This is an optimization exercise on Yosys and OpenROAD, whose aim is small area, not a production implementation.
RTL that was checked went through simulation tests only; none was proved equivalent to the original.

==> job 9425: inputs <==
==> flow/design.v <==
module instr_issue_unit #(
    parameter int               ISIZE = 16,
    parameter int               DSIZE = 16,
    parameter int               DEPTH = 64,
    parameter int               AW    = 6,
    parameter logic [ISIZE-1:0] NOP   = '0
) (
    input  logic             clk,
    input  logic             reset,
    input  logic             load_we,
    input  logic [AW-1:0]    load_addr,
    input  logic [ISIZE-1:0] load_instr,
    input  logic [DSIZE-1:0] load_data,
    input  logic             load_init,
    input  logic             start,
    input  logic [AW:0]      prog_len,
    input  logic             stall,
    input  logic             abort,
    output logic [ISIZE-1:0] Instruction,
    output logic [DSIZE-1:0] DataInit,
    output logic             InitSel,
    output logic             issue_valid,
    output logic [AW-1:0]    pc,
    output logic             busy,
    output logic             done
);
    localparam int EW = ISIZE + DSIZE + 1;
    localparam int NP = DEPTH / 2;       
    localparam int PW = AW - 1;          
    logic              fetch;
    logic [AW-1:0]     lm1;       
    logic              last;
    logic              clr;
    logic              idle_done;
    logic              len_zero;
    logic [AW-1:0]     lm1_in;
    logic [AW-1:0]     pc_inc;
    logic              phase;
    logic              pol_a;
    logic              pol_b;
    logic [EW-1:0]     slot_a [NP];
    logic [EW-1:0]     slot_b [NP];
    logic [EW-1:0]     a_nxt  [NP];
    logic [NP-1:0]     col    [EW];
    logic [EW-1:0]     din;
    logic              wreq;
    logic              in_a;        
    logic [EW-1:0]     bus_d;       
    logic [NP-1:0]     wr_d;
    logic [NP-1:0]     wr_p;
    logic [NP-1:0]     rot;
    logic              wp_v;
    logic [PW-1:0]     wp_pair;
    logic [EW-1:0]     wp_data;
    logic [AW-1:0]     ra;
    logic [NP-1:0]     rsel;
    logic [EW-1:0]     rd_a;        
    logic [EW-1:0]     rd_t;        
    logic              byp;
    logic              nbyp;
    assign busy      = fetch | issue_valid;
    assign idle_done = ~busy;
    assign clr       = reset | abort;
    assign last      = (pc == lm1);
    assign len_zero  = (prog_len == '0);
    assign lm1_in    = prog_len[AW] ? {AW{1'b1}} : (prog_len[AW-1:0] - 1'b1);
    assign pc_inc    = pc + 1'b1;
    always_ff @(posedge clk) begin
        phase <= ~phase;
        pol_a <= ~pol_b;
        pol_b <= pol_a;
    end
    assign din   = {load_init, load_data, load_instr};
    assign wreq  = load_we & idle_done;
    assign in_a  = (load_addr[0] == phase);
    assign bus_d = din ^ {EW{pol_b}};
    always_ff @(posedge clk) begin
        wp_v    <= wreq & in_a;
        wp_pair <= load_addr[AW-1:1];
        wp_data <= din ^ {EW{pol_a}};
    end
    generate
        for (genvar p = 0; p < NP; p++) begin : g_pair
            assign wr_d[p] = wreq & ~in_a & (load_addr[AW-1:1] == PW'(p));
            assign wr_p[p] = wp_v & (wp_pair == PW'(p)) & ~wr_d[p];
            assign rot[p]  = ~(wr_d[p] | wr_p[p]);
            assign rsel[p] = (ra[AW-1:1] == PW'(p));
            for (genvar b = 0; b < EW; b++) begin : g_bit
                iu_aoi222 u_next (
                    .q({wp_data[b], bus_d[b], slot_b[p][b]}),
                    .sel({wr_p[p], wr_d[p], rot[p]}),
                    .y(a_nxt[p][b])
                );
                assign col[b][p] = slot_a[p][b];
            end
            always_ff @(posedge clk) begin
                slot_a[p] <= a_nxt[p];
                slot_b[p] <= slot_a[p];
            end
        end
        for (genvar b = 0; b < EW; b++) begin : g_col
            iu_read_bit u_read (.q(col[b]), .sel(rsel), .y(rd_a[b]));
        end
    endgenerate
    assign ra   = fetch ? pc : (issue_valid ? pc_inc : '0);
    assign rd_t = rd_a ^ {EW{pol_a}};
    assign byp  = wreq & (load_addr == '0);
    assign nbyp = ~byp;
    logic [EW-1:0] fields_n;
    logic [EW-1:0] ld_n;
    logic          pre;         
    logic          f_ld;
    assign pre  = ~clr & ((issue_valid & ~stall & ~last) | (idle_done & start & ~len_zero));
    assign f_ld = (pre | fetch) & (ra[0] == phase);
    generate
        for (genvar b = 0; b < EW; b++) begin : g_out
            iu_oai22 u_ld (.a(rd_t[b]), .sa(byp), .b(din[b]), .sb(nbyp), .y(ld_n[b]));
        end
    endgenerate
    always_ff @(posedge clk) begin
        if (f_ld) fields_n <= ld_n;
    end
    logic          n_issue;
    logic [EW-1:0] fields_o;
    assign n_issue = ~issue_valid;
    generate
        for (genvar b = 0; b < EW; b++) begin : g_fo
            iu_nor2 u_o (.a({fields_n[b], n_issue}), .y(fields_o[b]));
        end
    endgenerate
    assign {InitSel, DataInit, Instruction} = fields_o;
    always_ff @(posedge clk) begin
        if (clr) begin
            fetch       <= 1'b0;
            issue_valid <= 1'b0;
            done        <= 1'b0;
            pc          <= '0;
        end else if (idle_done) begin
            if (start) begin
                pc    <= '0;
                lm1   <= lm1_in;
                fetch <= ~len_zero;
                done  <= len_zero;
            end
        end else if (fetch) begin
            fetch       <= 1'b0;
            issue_valid <= 1'b1;
        end else if (!stall) begin
            issue_valid <= 1'b0;
            fetch       <= ~last;
            done        <= last;
            if (!last) pc <= pc_inc;
        end
    end
endmodule
module iu_oai22 (
    input  logic a,
    input  logic sa,
    input  logic b,
    input  logic sb,
    output logic y
);
    assign y = ~((a | sa) & (b | sb));
endmodule
module iu_aoi222 (
    input  logic [2:0] q,
    input  logic [2:0] sel,
    output logic       y
);
    assign y = ~|(q & sel);
endmodule
module iu_nand2 (
    input  logic [1:0] a,
    output logic       y
);
    assign y = ~&a;
endmodule
module iu_nor2 (
    input  logic [1:0] a,
    output logic       y
);
    assign y = ~|a;
endmodule
module iu_nand4 (
    input  logic [3:0] a,
    output logic       y
);
    assign y = ~&a;
endmodule
module iu_or3 (
    input  logic [2:0] a,
    output logic       y
);
    assign y = |a;
endmodule
module iu_read_bit (
    input  logic [31:0] q,
    input  logic [31:0] sel,
    output logic        y
);
    logic [11:0] a;    
    logic [2:0]  b;    
    for (genvar i = 0; i < 10; i++) begin : g_a
        iu_aoi222 u_a (.q(q[3*i +: 3]), .sel(sel[3*i +: 3]), .y(a[i]));
    end
    iu_nand2 u_a10 (.a({q[30], sel[30]}), .y(a[10]));
    iu_nand2 u_a11 (.a({q[31], sel[31]}), .y(a[11]));
    for (genvar i = 0; i < 3; i++) begin : g_b
        iu_nand4 u_b (.a(a[4*i +: 4]), .y(b[i]));
    end
    iu_or3 u_c (.a(b), .y(y));
endmodule
==> flow/run.sh <==
#!/bin/bash
# synth_recipe.tcl (not shown) runs the flow's synth.tcl, then flattens the netlist and writes it again
# the make line also repeats each setting of config.mk as NAME=value (left out here)
make -C /OpenROAD-flow-scripts/flow DESIGN_CONFIG=/design/flow/config.mk WORK_HOME=/design/flow/orfs CLKGATE_MAP_FILE= SYNTH_SCRIPT=/design/flow/synth_recipe.tcl finish
==> flow/config.mk <==
export PLATFORM = sky130hd
export DESIGN_NAME = instr_issue_unit
export DESIGN_NICKNAME = instr_issue_unit
export VERILOG_FILES = /design/flow/design.v
export SDC_FILE = /design/flow/constraint.sdc
export NUM_CORES = 4
export LEC_CHECK = 0
export ABC_CLOCK_PERIOD_IN_PS = 5000
export CAP_MARGIN = 10
export CORE_MARGIN = 2
export CORE_UTILIZATION = 62
export CTS_BUF_LIST = sky130_fd_sc_hd__clkbuf_16
export CTS_CLUSTER_DIAMETER = 150
export CTS_CLUSTER_SIZE = 30
export SLEW_MARGIN = 10
export SYNTH_HIERARCHICAL = 1
==> flow/constraint.sdc <==
create_clock -name core_clock -period 5.0 [get_ports {clk}]
set_input_delay 1.0000 -clock core_clock [delete_from_list [all_inputs] [get_ports {clk}]]
set_output_delay 1.0000 -clock core_clock [all_outputs]
set_load 0.01 [all_outputs]
==> job 2675 (differences from job 9425) <==
==> flow/design.v, changed modules only <==
module instr_issue_unit #(
    parameter int               ISIZE = 16,
    parameter int               DSIZE = 16,
    parameter int               DEPTH = 64,
    parameter int               AW    = 6,
    parameter logic [ISIZE-1:0] NOP   = '0
) (
    input  logic             clk,
    input  logic             reset,
    input  logic             load_we,
    input  logic [AW-1:0]    load_addr,
    input  logic [ISIZE-1:0] load_instr,
    input  logic [DSIZE-1:0] load_data,
    input  logic             load_init,
    input  logic             start,
    input  logic [AW:0]      prog_len,
    input  logic             stall,
    input  logic             abort,
    output logic [ISIZE-1:0] Instruction,
    output logic [DSIZE-1:0] DataInit,
    output logic             InitSel,
    output logic             issue_valid,
    output logic [AW-1:0]    pc,
    output logic             busy,
    output logic             done
);
    localparam int EW = ISIZE + DSIZE + 1;
    logic              fetch;
    logic              ph;
    logic [AW-1:0]     lm1;       
    logic              last;
    logic              clr;
    logic              idle_done;
    logic              len_zero;
    logic [AW-1:0]     lm1_in;
    logic [EW-1:0]     store [DEPTH];
    logic [EW-1:0]     nxt   [DEPTH];
    logic [DEPTH-1:0]  col   [EW];
    logic [EW-1:0]     wd;
    logic [DEPTH-1:0]  we;
    logic [DEPTH-1:0]  nwe;
    logic [DEPTH-1:0]  sel;
    logic [EW-1:0]     rd;        
    logic              ph_out;
    assign busy      = fetch | issue_valid;
    assign idle_done = ~busy;
    assign clr       = reset | abort;
    assign last      = (pc == lm1);
    assign len_zero  = (prog_len == '0);
    assign lm1_in    = prog_len[AW] ? {AW{1'b1}} : (prog_len[AW-1:0] - 1'b1);
    always_ff @(posedge clk) ph <= ~ph;
    assign wd = {load_init, load_data, load_instr} ^ {EW{ph}};
    generate
        for (genvar r = 0; r < DEPTH; r++) begin : g_row
            assign we[r]   = load_we & idle_done & (load_addr == AW'(r));
            assign nwe[r]  = ~we[r];
            assign sel[r]  = issue_valid & (pc == AW'(r));
            for (genvar b = 0; b < EW; b++) begin : g_bit
                iu_bit_next u_next (
                    .q(store[r][b]), .wr(we[r]), .hold(nwe[r]), .d(wd[b]), .y(nxt[r][b])
                );
                assign col[b][r] = store[r][b];
            end
            always_ff @(posedge clk) store[r] <= nxt[r];
        end
        for (genvar b = 0; b < EW; b++) begin : g_col
            iu_read_bit u_read (.q(col[b]), .sel(sel), .y(rd[b]));
        end
    endgenerate
    assign ph_out = ph & issue_valid;
    assign {InitSel, DataInit, Instruction} = rd ^ {EW{ph_out}};
    always_ff @(posedge clk) begin
        if (clr) begin
            fetch       <= 1'b0;
            issue_valid <= 1'b0;
            done        <= 1'b0;
            pc          <= '0;
        end else if (idle_done) begin
            if (start) begin
                pc    <= '0;
                lm1   <= lm1_in;
                fetch <= ~len_zero;
                done  <= len_zero;
            end
        end else if (fetch) begin
            fetch       <= 1'b0;
            issue_valid <= 1'b1;
        end else if (!stall) begin
            issue_valid <= 1'b0;
            fetch       <= ~last;
            done        <= last;
            if (!last) pc <= pc + 1'b1;
        end
    end
endmodule
module iu_bit_next (
    input  logic q,
    input  logic wr,
    input  logic hold,
    input  logic d,
    output logic y
);
    assign y = ~((q | wr) & (d | hold));
endmodule
module iu_nand3 (
    input  logic [2:0] a,
    output logic       y
);
    assign y = ~&a;
endmodule
module iu_read_bit (
    input  logic [63:0] q,
    input  logic [63:0] sel,
    output logic        y
);
    logic [21:0] a;    
    logic [5:0]  b;    
    logic [2:0]  c;    
    for (genvar i = 0; i < 21; i++) begin : g_a
        iu_aoi222 u_a (.q(q[3*i +: 3]), .sel(sel[3*i +: 3]), .y(a[i]));
    end
    iu_nand2 u_a21 (.a({q[63], sel[63]}), .y(a[21]));
    for (genvar i = 0; i < 5; i++) begin : g_b
        iu_nand4 u_b (.a(a[4*i +: 4]), .y(b[i]));
    end
    iu_nand2 u_b5 (.a(a[21:20]), .y(b[5]));
    for (genvar i = 0; i < 3; i++) begin : g_c
        iu_nor2 u_c (.a(b[2*i +: 2]), .y(c[i]));
    end
    iu_nand3 u_d (.a(c), .y(y));
endmodule
// module iu_oai22 removed
// module iu_or3 removed
Settings changed: CAP_MARGIN 10 to 20, CORE_UTILIZATION 62 to 50, CTS_BUF_LIST sky130_fd_sc_hd__clkbuf_16 to not set, CTS_CLUSTER_DIAMETER 150 to not set, CTS_CLUSTER_SIZE 30 to not set, SLEW_MARGIN 10 to 20.
==> job 6782 (differences from job 9425) <==
--- a/flow/design.v
+++ b/flow/design.v
@@ -122,11 +122,3 @@
     end
-    logic          n_issue;
-    logic [EW-1:0] fields_o;
-    assign n_issue = ~issue_valid;
-    generate
-        for (genvar b = 0; b < EW; b++) begin : g_fo
-            iu_nor2 u_o (.a({fields_n[b], n_issue}), .y(fields_o[b]));
-        end
-    endgenerate
-    assign {InitSel, DataInit, Instruction} = fields_o;
+    assign {InitSel, DataInit, Instruction} = ~(fields_n | {EW{~issue_valid}});
     always_ff @(posedge clk) begin
@@ -177,8 +169,2 @@
 endmodule
-module iu_nor2 (
-    input  logic [1:0] a,
-    output logic       y
-);
-    assign y = ~|a;
-endmodule
 module iu_nand4 (
Settings changed: CORE_UTILIZATION 62 to 55.
==> job 8500 (differences from job 9425) <==
--- a/flow/design.v
+++ b/flow/design.v
@@ -60,2 +60,4 @@
     logic              nbyp;
+    logic [EW-1:0]     pf;          
+    logic [EW-1:0]     pf_nxt;
     assign busy      = fetch | issue_valid;
@@ -108,11 +110,17 @@
     assign nbyp = ~byp;
-    logic [EW-1:0] fields_n;
-    logic [EW-1:0] ld_n;
-    logic          pre;         
-    logic          f_ld;
-    assign pre  = ~clr & ((issue_valid & ~stall & ~last) | (idle_done & start & ~len_zero));
-    assign f_ld = (pre | fetch) & (ra[0] == phase);
+    logic [EW-1:0] fields;
+    logic [EW-1:0] fields_nxt;
+    logic          f_lda;
+    logic          f_ldp;
+    logic          f_hold;
+    assign f_lda  = fetch & ~clr & (pc[0] == phase);
+    assign f_ldp  = fetch & ~clr & (pc[0] != phase);
+    assign f_hold = issue_valid & stall & ~clr;
     generate
         for (genvar b = 0; b < EW; b++) begin : g_out
-            iu_oai22 u_ld (.a(rd_t[b]), .sa(byp), .b(din[b]), .sb(nbyp), .y(ld_n[b]));
+            iu_oai22 u_pf (.a(rd_t[b]), .sa(byp), .b(din[b]), .sb(nbyp), .y(pf_nxt[b]));
+            iu_ao222 u_out (
+                .a(rd_t[b]), .sa(f_lda), .b(~pf[b]), .sb(f_ldp), .c(fields[b]), .sc(f_hold),
+                .y(fields_nxt[b])
+            );
         end
@@ -120,13 +128,6 @@
     always_ff @(posedge clk) begin
-        if (f_ld) fields_n <= ld_n;
-    end
-    logic          n_issue;
-    logic [EW-1:0] fields_o;
-    assign n_issue = ~issue_valid;
-    generate
-        for (genvar b = 0; b < EW; b++) begin : g_fo
-            iu_nor2 u_o (.a({fields_n[b], n_issue}), .y(fields_o[b]));
-        end
-    endgenerate
-    assign {InitSel, DataInit, Instruction} = fields_o;
+        pf     <= pf_nxt;
+        fields <= fields_nxt;
+    end
+    assign {InitSel, DataInit, Instruction} = fields;
     always_ff @(posedge clk) begin
@@ -164,2 +165,13 @@
 endmodule
+module iu_ao222 (
+    input  logic a,
+    input  logic sa,
+    input  logic b,
+    input  logic sb,
+    input  logic c,
+    input  logic sc,
+    output logic y
+);
+    assign y = (a & sa) | (b & sb) | (c & sc);
+endmodule
 module iu_aoi222 (
@@ -176,8 +188,2 @@
     assign y = ~&a;
-endmodule
-module iu_nor2 (
-    input  logic [1:0] a,
-    output logic       y
-);
-    assign y = ~|a;
 endmodule
Settings changed: CORE_UTILIZATION 62 to 55, CTS_CLUSTER_DIAMETER 150 to not set, CTS_CLUSTER_SIZE 30 to 24.
==> metrics.csv <==
stage;metric;value;unit
critical_path;crit_chain;ha_1, nand3_4, mux2_2, a22oi_1, nand2b_1, buf_4, nor2_4, buf_4, a222oi_1, nand4_1, or3_1, xor2_1, o22ai_1;
critical_path;endpoint_kind;flop;
final_layout;layout-drive-gt1-share;10.5;%
run_status;status;no timing/DRC/antenna violations;
cts;clk_pin_slew;0.11;ns
final_layout;area_growth;12.2;%
floorplanning;core-area;100000;µm²
critical_path;timing.rr.end;fields_n[4]$_DFFE_PP_;
timing;max_slew_margin;10.8;%
synth;synth-seq-cells;2202;
grt;grtUsageMet2;63.0;%
the above is filed under job 9425

==> metrics.csv <==
stage;metric;value;unit
run_status;status;no timing/DRC/antenna violations;
synth;synthArstFlopShare;0;%
critical_path;timing.rr.end;fields_n[12]$_DFFE_PP_;
floorplanning;core-area;113000;µm²
synth;synth-seq-cells;2202;
final_layout;layout-drive-gt1-share;10.6;%
cts;clk_pin_slew;0.12;ns
timing;max_slew_margin;12.1;%
critical_path;endpoint_kind;flop;
final_layout;area_growth;13.1;%
grt;grtUsageMet2;58.3;%
critical_path;crit_chain;nand3_4, mux2_4, a22oi_2, buf_4, nor3_2, buf_4, a222oi_1, nand4_1, or3_1, xor2_1, o22ai_1;
the above is filed under job 6782

==> metrics.csv <==
stage;metric;value;unit
run_status;status;no timing/DRC/antenna violations;
critical_path;crit_chain;and3_1, a31oi_1, a221oi_1, o21ai_1, nor2_4, a222oi_1, nand4_1, or3_1, xor2_1, a222oi_1, inv_1;
grt;grtUsageMet2;59.3;%
final_layout;layout-drive-gt1-share;13.6;%
cts;clk_pin_slew;0.06;ns
timing;max_slew_margin;10.6;%
final_layout;area_growth;19.6;%
final_layout;multi_input_area_share;25.6;%
cts;ctsHtreeMaxLevel;4;
critical_path;endpoint_kind;flop;
power_and_ir_drop;p_int;0.0304;W
synth;synth-seq-cells;2235;
the above is filed under job 8500

==> metrics.csv <==
stage;metric;value;unit
timing;setup_violations;19;
critical_path;crit_chain;inv_2, ha_4, nand2_4, nor2_4, buf_12, buf_16, a222oi_1, nand4_1, nor2_1, buf_4, nand3_4, xnor2_4, buf_6;
cts;clk_pin_slew;0.06;ns
final_layout;area_growth;25.0;%
final_layout;layout-drive-gt1-share;17.3;%
critical_path;endpoint_kind;primary output;
run_status;failed_checks;negative setup slack;
critical_path;timing.rr.end;store[48][14]$_DFF_P_;
run_status;status;finished with violations;
timing;setup_slack;-0.207;ns
floorplanning;core-area;133000;µm²
the above is filed under job 2675

No functional check of the RTL was part of job 2675.

## separate check: timing with driven ports
The flow's constraints put no driver on any port. The routed layouts listed below were extracted and timed again, unchanged, in two steps. Step 1 assumes that a clkbuf_16 drives the clock port and a buf_2 every other input. Step 2 times the ports against the registers' clock, not the clock port: input delays grow and output delays shrink by t, the midpoint of the rising clock arrivals with the driver on. a / b / c = ideal ports / drivers / drivers and shift; a / b = the first two.
run	shift t [ns]	setup WS [ns]	worst data-port slew with drivers (ns)
job 9425	0.787	0.482 / 0.482 / 0.482	0.09
job 2675	0.911	-0.207 / -0.287 / 0.623	0.19
job 6782	0.792	0.491 / 0.491 / 0.491	0.12
job 8500	0.901	0.481 / 0.481 / 0.481	0.04
